Background: an optimization exercise with open tools, aiming at small area. Do not read the settings as production practice.
Only simulation tests tie the RTL to the original design; equivalence was not proved.
Power and IR drop assume default switching activity.

==> flow/design.v (excerpt) <==
module fetch_stage (
    input  wire                         clk_i,
    input  wire                         arst_n_i,
    output logic                        inst_req_o,
    output fetch_pkg::addr_t            inst_index_o,
    input  wire                         inst_index_ok_i,
    input  wire                         inst_data_ok_i,
    input  wire fetch_pkg::block_t      inst_rdata_i,
    output logic                        iq_valid_o,
    input  wire                         iq_ready_i,
    output fetch_pkg::addr_t            iq_pc_o,
    output fetch_pkg::block_t           iq_inst_o,
    output fetch_pkg::lane_mask_t       iq_lane_en_o,
    output logic                        iq_pred_taken_o,
    output fetch_pkg::addr_t            iq_pred_target_o,
    input  wire                         br_update_valid_i,
    input  wire fetch_pkg::addr_t       br_pc_i,
    input  wire                         br_taken_i,
    input  wire fetch_pkg::addr_t       br_target_i,
    input  wire                         br_mispredict_i,
    input  wire                         exc_valid_i,
    input  wire fetch_pkg::addr_t       exc_pc_i
);
Size in the first run: ~3,100 cells after synthesis, ~460 I/O pins, about 50,000 um2 of cells after synthesis.
clock: 6.0 ns
lec_check: 0
cap_margin: 20
core_margin: 2
core_utilization: 75
place_density: 0.85
slew_margin: 20
standard.sh (not shown) runs the stock make flow with config.mk's settings and CLKGATE_MAP_FILE= SYNTH_SCRIPT=/design/flow/synth_recipe.tcl, a recipe that flattens the netlist after the stock synthesis.
==> flow/flow/run.sh <==
#!/bin/bash
# The standard layout (standard.sh), with:
#  - an area-oriented ABC script in synthesis (flow/synth.tcl, flow/area.abc)
#  - the smallest buffer on every port
#  - a clock tree without dummy loads
# The make output goes to flow_make.log here; each ORFS step also keeps its
# own log under orfs/logs/.
set -euo pipefail
export AREA_ABC_SCRIPT="$PWD/flow/area.abc"
bash standard.sh \
    "SYNTH_SCRIPT=$PWD/flow/synth.tcl" \
    "BUFFER_PORTS_ARGS=-buffer_cell sky130_fd_sc_hd__buf_1" \
    "CTS_ARGS=-sink_clustering_enable -repair_clock_nets -dont_use_dummy_load -buf_list sky130_fd_sc_hd__clkbuf_8 -sink_clustering_size 16 -sink_clustering_max_diameter 60" \
    finish > flow_make.log 2>&1
==> flow/flow/area.abc <==
&get -n
&st
&syn3
&dch -f
&nf -a -R 1000
&put
==> flow/flow/synth.tcl <==
# The standard synthesis script (synth_recipe.tcl), with ABC's mapping
# script swapped for an area-oriented one. Registers are mapped before ABC
# runs, so they are the standard synthesis's.
proc synth {args} { yosys synth -nofsm -noshare {*}$args }
proc abc {args} {
  set i [lsearch -exact $args -script]
  if {$i >= 0} { lset args [expr {$i + 1}] $::env(AREA_ABC_SCRIPT) }
  yosys abc {*}$args
}
source $::env(SCRIPTS_DIR)/synth.tcl
# left out here: clear keep_hierarchy, flatten, clean up, hide names made inside functions, write 1_2_yosys.v
Then changed:
- CORE_UTILIZATION: 75 -> 40
- PLACE_DENSITY: 0.85 -> default
The new run completed without violations; routed wire length is lower by 1.9%; final cell count is higher by 17%; non-clock buffer count is higher by 3; global-route usage is lower by 24 points; total power is higher by about 1.7%.
Then changed:
==> flow/flow/area.abc (replaced) <==
&get -n
&st
&dch -f
&nf -a -R 1000
&put
After rerunning: Setup slack is worse by 0.23 ns. Maximum frequency shrinks by a few percent. Global-route usage goes down by 0.15 points.
Then changed:
==> flow/run.sh (new file) <==
#!/bin/bash
# synth_recipe.tcl (not shown) runs the flow's synth.tcl, then flattens the netlist and writes it again
# the make line also repeats each setting of config.mk as NAME=value (left out here)
make -C /OpenROAD-flow-scripts/flow DESIGN_CONFIG=/design/flow/config.mk WORK_HOME=/design/flow/orfs CLKGATE_MAP_FILE= SYNTH_SCRIPT=/design/flow/synth_recipe.tcl finish
- CTS_BUF_LIST: default -> sky130_fd_sc_hd__clkbuf_8
removed: flow/flow/run.sh
removed: flow/flow/area.abc
removed: flow/flow/synth.tcl
removed: flow/standard.sh
What happened:
- The changed run completed without violations
- routed wire length went up by 13%
- flip-flop and latch count is unchanged
- global-route usage went up by 2.6 points
- count of clock-buffer cells in the layout went up by 118
- total power went up by 18%
- clock power went up by 64%
- via count went up by 8.7%
- final cell count went up by 8.6%
- die area went up by 4.1%
- worst setup slack improved by 0.30 ns

[afterwards: timing with drivers on the ports]
How much do the figures lean on ideal ports? The routed layouts below were timed once more, with nothing changed but the port constraints. Step 1 assumes that a clkbuf_16 drives the clock port and a buf_2 every other input. Step 2, shift: input delay + t, output delay - t, t = (earliest + latest rising clock arrival at the registers) / 2. This alone moves slack from input paths to output paths. a / b / c = ideal / step 1 / step 2; a / b = the first two.
| run | t (ns) | slack for setup (ns) | hold WS [ns] | worst register clock-pin slew, ns |
|---|---|---|---|---|
| the first run | 0.794 | 0.262 / 0.262 / 0.262 | 0.490 / 0.490 / 0.490 | 0.11 / 0.11 |
| the second run | 0.899 | 0.543 / 0.543 / 0.486 | 0.409 / 0.421 / 0.485 | 0.10 / 0.10 |
| the third run | 0.903 | 0.310 / 0.310 / -0.009 | 0.198 / 0.196 / 0.482 | 0.11 / 0.11 |
| the fourth run | 1.002 | 0.608 / 0.608 / 0.333 | 0.401 / 0.381 / 0.500 | 0.07 / 0.07 |
With both steps, setup timing fails in the third run, where it was met with ideal ports. The setup slack of the third run, which loses most, moves by 0.000 ns with the drivers and by -0.319 ns with both steps.
